This is an optimization exercise on Yosys and OpenROAD, whose aim is small area, a short achievable clock period and few clock cycles, not a production implementation. Function was checked by simulation only, so behaviour that the tests miss may differ from the original. Power figures rest on the tool's default switching activity, not on a simulated workload.

==> design.v <==
package datapathPkg;
    localparam int dataWidth   = 32;
    localparam int regCount    = 16;
    localparam int regIdxWidth = 4;
    localparam int opWidth     = 5;
    localparam int constWidth  = dataWidth - opWidth - 2 * regIdxWidth;   
    localparam int shiftWidth  = $clog2(dataWidth);                       
    localparam logic [opWidth-1:0] opAdd  = 5'b00010;
    localparam logic [opWidth-1:0] opSub  = 5'b00011;
    localparam logic [opWidth-1:0] opAnd  = 5'b00100;
    localparam logic [opWidth-1:0] opOr   = 5'b00101;
    localparam logic [opWidth-1:0] opShr  = 5'b00110;
    localparam logic [opWidth-1:0] opShra = 5'b00111;
    localparam logic [opWidth-1:0] opShl  = 5'b01000;
    localparam logic [opWidth-1:0] opRor  = 5'b01001;
    localparam logic [opWidth-1:0] opRol  = 5'b01010;
    localparam logic [opWidth-1:0] opMul  = 5'b01011;
    localparam logic [opWidth-1:0] opNeg  = 5'b01100;
    localparam logic [opWidth-1:0] opNot  = 5'b01101;
    typedef struct packed {
        logic [opWidth-1:0]                        opcode;
        logic [regIdxWidth-1:0]                    ra;
        logic [regIdxWidth-1:0]                    rb;
        logic [regIdxWidth-1:0]                    rc;
        logic [dataWidth-opWidth-3*regIdxWidth-1:0] unused;   
    } irRFormat;
    typedef struct packed {
        logic [opWidth-1:0]     opcode;
        logic [regIdxWidth-1:0] ra;
        logic [regIdxWidth-1:0] rb;
        logic [constWidth-1:0]  constant;    
    } irIFormat;
    typedef union packed {
        irRFormat rFormat;
        irIFormat iFormat;
    } irWord;
endpackage
`timescale 1ns/1ps
import datapathPkg::*;
module selectEncode (
    input  datapathPkg::irWord                    ir,
    input  logic                                  Gra,
    input  logic                                  Grb,
    input  logic                                  Grc,
    input  logic                                  Rin,
    input  logic                                  Rout,
    input  logic                                  BAout,
    output logic [datapathPkg::regCount-1:0]      regWrite,
    output logic [datapathPkg::regIdxWidth-1:0]   readIdx,
    output logic                                  regRead,
    output logic                                  baseRead,
    output logic [datapathPkg::dataWidth-1:0]     constExt
);
    logic [regIdxWidth-1:0] selIdx;
    logic                   constSign;
    always_comb begin
        selIdx = '0;
        if (Gra) begin
            selIdx = selIdx | ir.rFormat.ra;
        end
        if (Grb) begin
            selIdx = selIdx | ir.rFormat.rb;
        end
        if (Grc) begin
            selIdx = selIdx | ir.rFormat.rc;
        end
    end
    always_comb begin
        regWrite = '0;
        if (Rin) begin
            regWrite[selIdx] = 1'b1;
        end
    end
    assign readIdx  = selIdx;
    assign regRead  = Rout | BAout;    
    assign baseRead = BAout;
    assign constSign = ir.iFormat.constant[constWidth-1];
    assign constExt  = {{(dataWidth - constWidth){constSign}}, ir.iFormat.constant};
endmodule
`timescale 1ns/1ps
import datapathPkg::*;
module registerFile (
    input  logic                                  Clock,
    input  logic                                  rstN,
    input  logic                                  stepEn,
    input  logic [datapathPkg::regCount-1:0]      regWrite,
    input  logic [datapathPkg::regIdxWidth-1:0]   readIdx,
    input  logic                                  baseRead,
    input  logic [datapathPkg::dataWidth-1:0]     writeData,
    output logic [datapathPkg::dataWidth-1:0]     readData
);
    logic [dataWidth-1:0] regs [regCount];
    logic                 zeroBase;
    for (genvar i = 0; i < regCount; i++) begin : gReg
        always_ff @(posedge Clock) begin
            if (!rstN) begin
                regs[i] <= '0;
            end else if (stepEn && regWrite[i]) begin
                regs[i] <= writeData;
            end
        end
    end
    assign zeroBase = baseRead && (readIdx == '0);
    always_comb begin
        if (zeroBase) begin
            readData = '0;
        end else begin
            readData = regs[readIdx];
        end
    end
endmodule
`timescale 1ns/1ps
import datapathPkg::*;
module aluUnit (
    input  logic [datapathPkg::dataWidth-1:0]     opA,
    input  logic [datapathPkg::dataWidth-1:0]     opB,
    input  logic [datapathPkg::opWidth-1:0]       aluOp,
    input  logic                                  incB,
    output logic [2*datapathPkg::dataWidth-1:0]   result
);
    logic [shiftWidth-1:0]         shAmt;
    logic [2*dataWidth-1:0]        rotRight;
    logic [2*dataWidth-1:0]        rotLeft;
    logic signed [2*dataWidth-1:0] product;
    logic [dataWidth-1:0]          lowWord;
    assign shAmt = opB[shiftWidth-1:0];    
    assign rotRight = {opA, opA} >> shAmt;
    assign rotLeft  = {opA, opA} << shAmt;
    assign product = $signed(opA) * $signed(opB);
    always_comb begin
        lowWord = '0;
        if (incB) begin
            lowWord = opB + 1'b1;    
        end else begin
            case (aluOp)
                opAdd:   lowWord = opA + opB;
                opSub:   lowWord = opA - opB;
                opAnd:   lowWord = opA & opB;
                opOr:    lowWord = opA | opB;
                opShr:   lowWord = opA >> shAmt;
                opShra:  lowWord = $signed(opA) >>> shAmt;
                opShl:   lowWord = opA << shAmt;
                opRor:   lowWord = rotRight[dataWidth-1:0];
                opRol:   lowWord = rotLeft[2*dataWidth-1:dataWidth];
                opNeg:   lowWord = -opB;
                opNot:   lowWord = ~opB;
                default: lowWord = '0;
            endcase
        end
    end
    always_comb begin
        if (!incB && aluOp == opMul) begin
            result = product;
        end else begin
            result = {{dataWidth{1'b0}}, lowWord};
        end
    end
endmodule
`timescale 1ns/1ps
import datapathPkg::*;
module busDatapath (
    input  logic                                  Clock,
    input  logic                                  rstN,
    input  logic                                  stepReq,
    output logic                                  stepAck,
    input  logic                                  PCout,
    input  logic                                  PCin,
    input  logic                                  IncPC,
    input  logic                                  MARin,
    input  logic                                  MDRin,
    input  logic                                  MDRout,
    input  logic                                  Read,
    input  logic                                  IRin,
    input  logic                                  Yin,
    input  logic                                  Zin,
    input  logic                                  Zhighout,
    input  logic                                  Zlowout,
    input  logic                                  HIin,
    input  logic                                  HIout,
    input  logic                                  LOin,
    input  logic                                  LOout,
    input  logic                                  Gra,
    input  logic                                  Grb,
    input  logic                                  Grc,
    input  logic                                  Rin,
    input  logic                                  Rout,
    input  logic                                  BAout,
    input  logic                                  Cout,
    input  logic [datapathPkg::opWidth-1:0]       aluOp,
    input  logic [datapathPkg::dataWidth-1:0]     memDataIn,
    output logic [datapathPkg::dataWidth-1:0]     memDataOut,
    output logic [datapathPkg::dataWidth-1:0]     memAddr
);
    logic                   stepEn;
    logic [dataWidth-1:0]   busData;
    logic [dataWidth-1:0]   pcReg;
    datapathPkg::irWord     irReg;
    logic [dataWidth-1:0]   marReg;
    logic [dataWidth-1:0]   mdrReg;
    logic [dataWidth-1:0]   yReg;
    logic [2*dataWidth-1:0] zReg;
    logic [dataWidth-1:0]   hiReg;
    logic [dataWidth-1:0]   loReg;
    logic [regCount-1:0]    regWrite;
    logic [regIdxWidth-1:0] readIdx;
    logic                   regRead;
    logic                   baseRead;
    logic [dataWidth-1:0]   constExt;
    logic [dataWidth-1:0]   regData;
    logic [2*dataWidth-1:0] aluResult;
    assign stepEn = stepReq && !stepAck;
    always_ff @(posedge Clock) begin
        if (!rstN) begin
            stepAck <= 1'b0;
        end else if (stepEn) begin
            stepAck <= 1'b1;
        end else if (!stepReq) begin
            stepAck <= 1'b0;    
        end
    end
    selectEncode uSelect (
        .ir       (irReg),
        .Gra      (Gra),
        .Grb      (Grb),
        .Grc      (Grc),
        .Rin      (Rin),
        .Rout     (Rout),
        .BAout    (BAout),
        .regWrite (regWrite),
        .readIdx  (readIdx),
        .regRead  (regRead),
        .baseRead (baseRead),
        .constExt (constExt)
    );
    registerFile uRegs (
        .Clock     (Clock),
        .rstN      (rstN),
        .stepEn    (stepEn),
        .regWrite  (regWrite),
        .readIdx   (readIdx),
        .baseRead  (baseRead),
        .writeData (busData),
        .readData  (regData)
    );
    aluUnit uAlu (
        .opA    (yReg),
        .opB    (busData),
        .aluOp  (aluOp),
        .incB   (IncPC),
        .result (aluResult)
    );
    always_comb begin
        if (PCout)         busData = pcReg;
        else if (MDRout)   busData = mdrReg;
        else if (Zhighout) busData = zReg[2*dataWidth-1:dataWidth];
        else if (Zlowout)  busData = zReg[dataWidth-1:0];
        else if (HIout)    busData = hiReg;
        else if (LOout)    busData = loReg;
        else if (regRead)  busData = regData;
        else if (Cout)     busData = constExt;
        else               busData = '0;
    end
    always_ff @(posedge Clock) begin
        if (!rstN) begin
            pcReg  <= '0;
            irReg  <= '0;
            marReg <= '0;
            mdrReg <= '0;
            yReg   <= '0;
            zReg   <= '0;
            hiReg  <= '0;
            loReg  <= '0;
        end else if (stepEn) begin
            if (PCin)  pcReg  <= busData;
            if (IRin)  irReg  <= busData;
            if (MARin) marReg <= busData;
            if (MDRin) mdrReg <= Read ? memDataIn : busData;    
            if (Yin)   yReg   <= busData;
            if (Zin)   zReg   <= aluResult;
            if (HIin)  hiReg  <= busData;
            if (LOin)  loReg  <= busData;
        end
    end
    assign memDataOut = mdrReg;
    assign memAddr    = marReg;
endmodule
==> run.sh <==
#!/bin/bash
# synth_recipe.tcl (not shown) runs the flow's synth.tcl, then flattens the netlist and writes it again
# the make line also repeats each setting of config.mk as NAME=value (left out here)
make -C /OpenROAD-flow-scripts/flow DESIGN_CONFIG=/design/flow/config.mk WORK_HOME=/design/flow/orfs CLKGATE_MAP_FILE= SYNTH_SCRIPT=/design/flow/synth_recipe.tcl finish
==> config.mk <==
export PLATFORM = sky130hd
export DESIGN_NAME = busDatapath
export DESIGN_NICKNAME = busDatapath
export VERILOG_FILES = /design/flow/design.v
export SDC_FILE = /design/flow/constraint.sdc
export NUM_CORES = 4
export LEC_CHECK = 0
export CAP_MARGIN = 20
export CORE_MARGIN = 2
export CORE_UTILIZATION = 40
export SLEW_MARGIN = 20
==> constraint.sdc <==
create_clock -name core_clock -period 13.0 [get_ports {Clock}]
set_input_delay 2.6000 -clock core_clock [delete_from_list [all_inputs] [get_ports {Clock}]]
set_output_delay 2.6000 -clock core_clock [all_outputs]
set_load 0.01 [all_outputs]
==> results.cfg <==
[cells_and_area]
multi_input_area_mm2 = 0.05961
syn_to_final_growth_pct = 17.21
regArea_mm2 = 0.01594
nets = 11910
fillerInstances = 19940
drive_gt1_share_pct = 13.14
post-route-cell-area_mm2 = 0.09665

[sta]
finalSetupViolations = 0
fin_crit_sh_pct = 98.04
rsz0062_at_grt = no
tns_ns = 0
slew_headroom_pct = 13.90
slew_violations = 0
skew_ns = 0.05251
finalHoldViolations = 0
tightestPinTransition_ns = 1.289
hold_slack_ns = 0.4558
fmax_mhz = 78.46
timing.final.crit_period_ns = 12.75

[drt]
antenna_left = 0
vias_per_cell = 6.060
remaining_drc_errors = 0
vias = 80260
dr.first_iter.drc_count = 9346
wl_per_cell_um = 31.59
firstDrtPassIters = 9
wl_mm = 418.4

[global_route]
gr-total-overflow = 0
grt_first_pass_wirelength_mm = 592.2
grt_use_met1_pct = 48.88
grt_busiest_layer = met2
grt.total_usage_pct = 39.17
antenna_found_initial = 30
grt.met2_usage_pct = 61.21
grt_pass1_vias = 80220
use_met3_pct = 8.485
grt_max_degree = 178

[cts]
cts_sinks = 796
clk_latency_ns = 0.73
cts_root_buf = clkbuf_16
htreeDepth = 3
cts_tree = built
cts_buffers = 89
clk_pin_slew_ns = 0.06
hold_buffers = 0
clockBufferDepth = 3

[placed_design]
gp_congestion = 1.070
io_buffers = 127
placed_area_mm2 = 0.09316
detailed_place_hpwl_mm = 320.9

[floorplanning]
die_area_mm2 = 0.2098
fp.dieW_um = 458.0
start_util_pct = 40.27
ios = 128
die_h_um = 458.0
num_rows = 166
fp.coreArea_mm2 = 0.2048

[logic_synthesis]
synthArstFlopShare_pct = 0
avgSynthCellArea_um2 = 8.233
synth-edff-count = 0
yosys_register_bits = 796
synth_xor_area_share_pct = 1.466
synth.distinct_cells = 100
synthAdderAreaFrac_pct = 30.66
synth_area_leaders = fa_1 (26%), dfxtp_1 (19%), nand2_1 (8.7%)
syn_nets = 11450
synth_top_area_share_pct = 26.32
yosysWarnings = 5
netlist_instances = 10020
synth_area_mm2 = 0.08246
synth.largest_area_cell = fa_1
synth.mux.area_fraction_pct = 2.018
synthFlopType = dfxtp_1
synth_top_family_by_area = adder cells
synth-simple-area-share_pct = 16.41
synth-compound-area-share_pct = 20.92
yosysSeqAreaShare_pct = 19.32

[power_and_ir_drop]
cellPowerDensity_mw_per_mm2 = 96.46
peakVddDrop_mv = 0.1129
p_leak_nw = 45.31

[setup_path]
arrival_ns = 13.29
critPathLaunchType = input pin
slowest_delay_ns = 0.59
crit_top_cell = fa_1
cp_max_fo = 11
path_class = in -> reg
required_ns = 13.55
cp-end-kind = flip-flop
critPathSlowestCell = fa_1

[hold_path]
holdCritPathClass = reg -> reg

[run]
cap_violations = 0

[status]
status = complete, no violations
[path summary, 6_finish.rpt]
check | from | end | slack (ns) | cells after the start
min reg2reg | zReg[56] | zReg[56] | 0.46 | 2
min | zReg[56] | zReg[56] | 0.46 | 2
max reg2reg | irReg[15] | zReg[62] | 1.85 | 36
max | Grc | zReg[62] | 0.25 | 37
[critical path: cells and delay by family]
| kind | cells | cell delay [ns] |
|---|---|---|
| adders and majority gates | 10 | 4.76 |
| AOI/OAI and AO/OA | 12 | 2.97 |
| buffers and inverters | 9 | 1.45 |
| and+or+nand+nor | 5 | 1.34 |
| xor gates and xnor gates | 1 | 0.13 |
[report_power, final]
| group | switching [mW] | internal (mW) | total (mW) |
|---|---|---|---|
| clock | 1.17 | 1.58 | 2.76 |
| combinational | 2.55 | 1.48 | 4.03 |
| sequential | 0.0455 | 2.49 | 2.53 |
| total | 3.77 | 5.55 | 9.32 |
[repair_timing]
action	CTS	global route
setup endpoints to repair	11	28
pin swaps	5	36
gates cloned	0	1
buffers inserted	1	11
resized for setup	9	48
[cell usage in the layout (no fill, tap or decap), types with 20 or more instances in the layout]
cell	netlist	routed
nand2b_1	31	31
mux2i_1	128	128
a222oi_1	38	38
xor2_1	30	29
mux2_2	24	24
o221ai_1	41	39
o211ai_1	93	93
nor2_1	724	706
and2_1	77	72
or3_1	25	25
fa_1	1084	1083
xnor2_1	108	105
a31oi_1	56	54
a21o_1	72	71
and3_1	39	39
nand4_1	25	25
o211a_1	333	333
o21ai_0	348	336
a211oi_1	59	59
ha_1	286	278
a21boi_0	375	373
a221oi_1	81	78
buf_12	0	90
o22ai_1	64	63
clkbuf_16	0	91
nor3_1	90	84
dfxtp_1	796	792
buf_4	15	947
a22oi_1	97	96
clkdlybuf4s50_1	0	116
a221o_1	20	20
inv_1	1132	1128
nand3_1	181	180
nand2_1	1910	1906
o21a_1	39	36
nor4_1	28	22
a22o_1	22	22
o31ai_1	37	35
a21oi_1	349	338
nor2b_1	46	44
[cell families (layout without fill, tap and decap cells)]
| kind of cell | count (synthesis) | in the layout |
|---|---|---|
| mux | 157 | 157 |
| fa+ha+maj | 1370 | 1370 |
| xor+xnor | 138 | 138 |
| buf+inv | 1961 | 2490 |
| other cells | 0 | 11 |
| simple gates | 3244 | 3244 |
| compound gates | 2350 | 2350 |
| flops | 796 | 796 |
[registers in the layout (all words and copies together) (netlist names), 32 cells and up]
signal	cells
pcReg	32
mdrReg	32
loReg	32
hiReg	32
yReg	32
uRegs.regs	512
zReg	64
marReg	32
[stage by stage]
step                utilization (%)  setup WS (ns)  power, mW  instances
floorplan                         -       0.003880      4.419      10020
global placement              45.47        -0.8295      6.430      13060
detailed placement            45.49        -0.9336      6.444      13060
CTS                           47.02      0.0002949      9.199      13220
global route                  47.18       0.001136      9.649      13240
finish                        47.20         0.2549      9.323      13240
[cell usage after synthesis, drive strengths merged (64+ instances only)]
library cell,n
a21boi,376
a21o,72
a21oi,350
a221oi,82
a22oi,97
and2,77
buf,231
clkbuf,571
dfxtp,796
fa,1084
ha,286
inv,1139
mux2i,128
nand2,1911
nand3,181
nor2,726
nor3,94
o211a,333
o211ai,93
o21ai,356
o22ai,64
xnor2,108
[routing by layer]
metal	vias up	wire length, um
li1	34100	-
met1	40430	161600
met2	4466	185700
met3	1246	38790
met4	18	32190
met5	-	129
[area by class of cell]
type	instances	share of cell area, %
clock buffers	124	2.649
multi-input cells	7259	61.67
clock inverters	36	0.5657
well taps	2688	3.480
inverters	1159	4.510
diodes	11	0.02848
flip-flops and latches	796	16.49
repair buffers	1171	10.60
Testbench counts, summed over its fixed seeds: cycles 236,086.

-- re-timing with driven ports --
Ports are ideal in the flow. The routed layout listed here was re-timed in OpenROAD. Step 1 sets driving cells, clkbuf_16 on the clock port and buf_2 on the other inputs (assumed; they add their load-dependent delay and slew). Step 2, shift: input delay + t, output delay - t, t = (earliest + latest rising clock arrival at the registers) / 2. This alone moves slack from input paths to output paths. a / b / c = no drivers / after step 1 / after step 2; a / b = the first two.
shift t [ns]: 0.787
setup WS [ns]: 0.255 / 0.321 / -0.466
hold slack, ns: 0.456 / 0.456 / 0.456
With both steps, setup timing fails in this run, where it was met with ideal ports. The setup slack of this run moves by +0.066 ns with the drivers and by -0.721 ns with both steps.
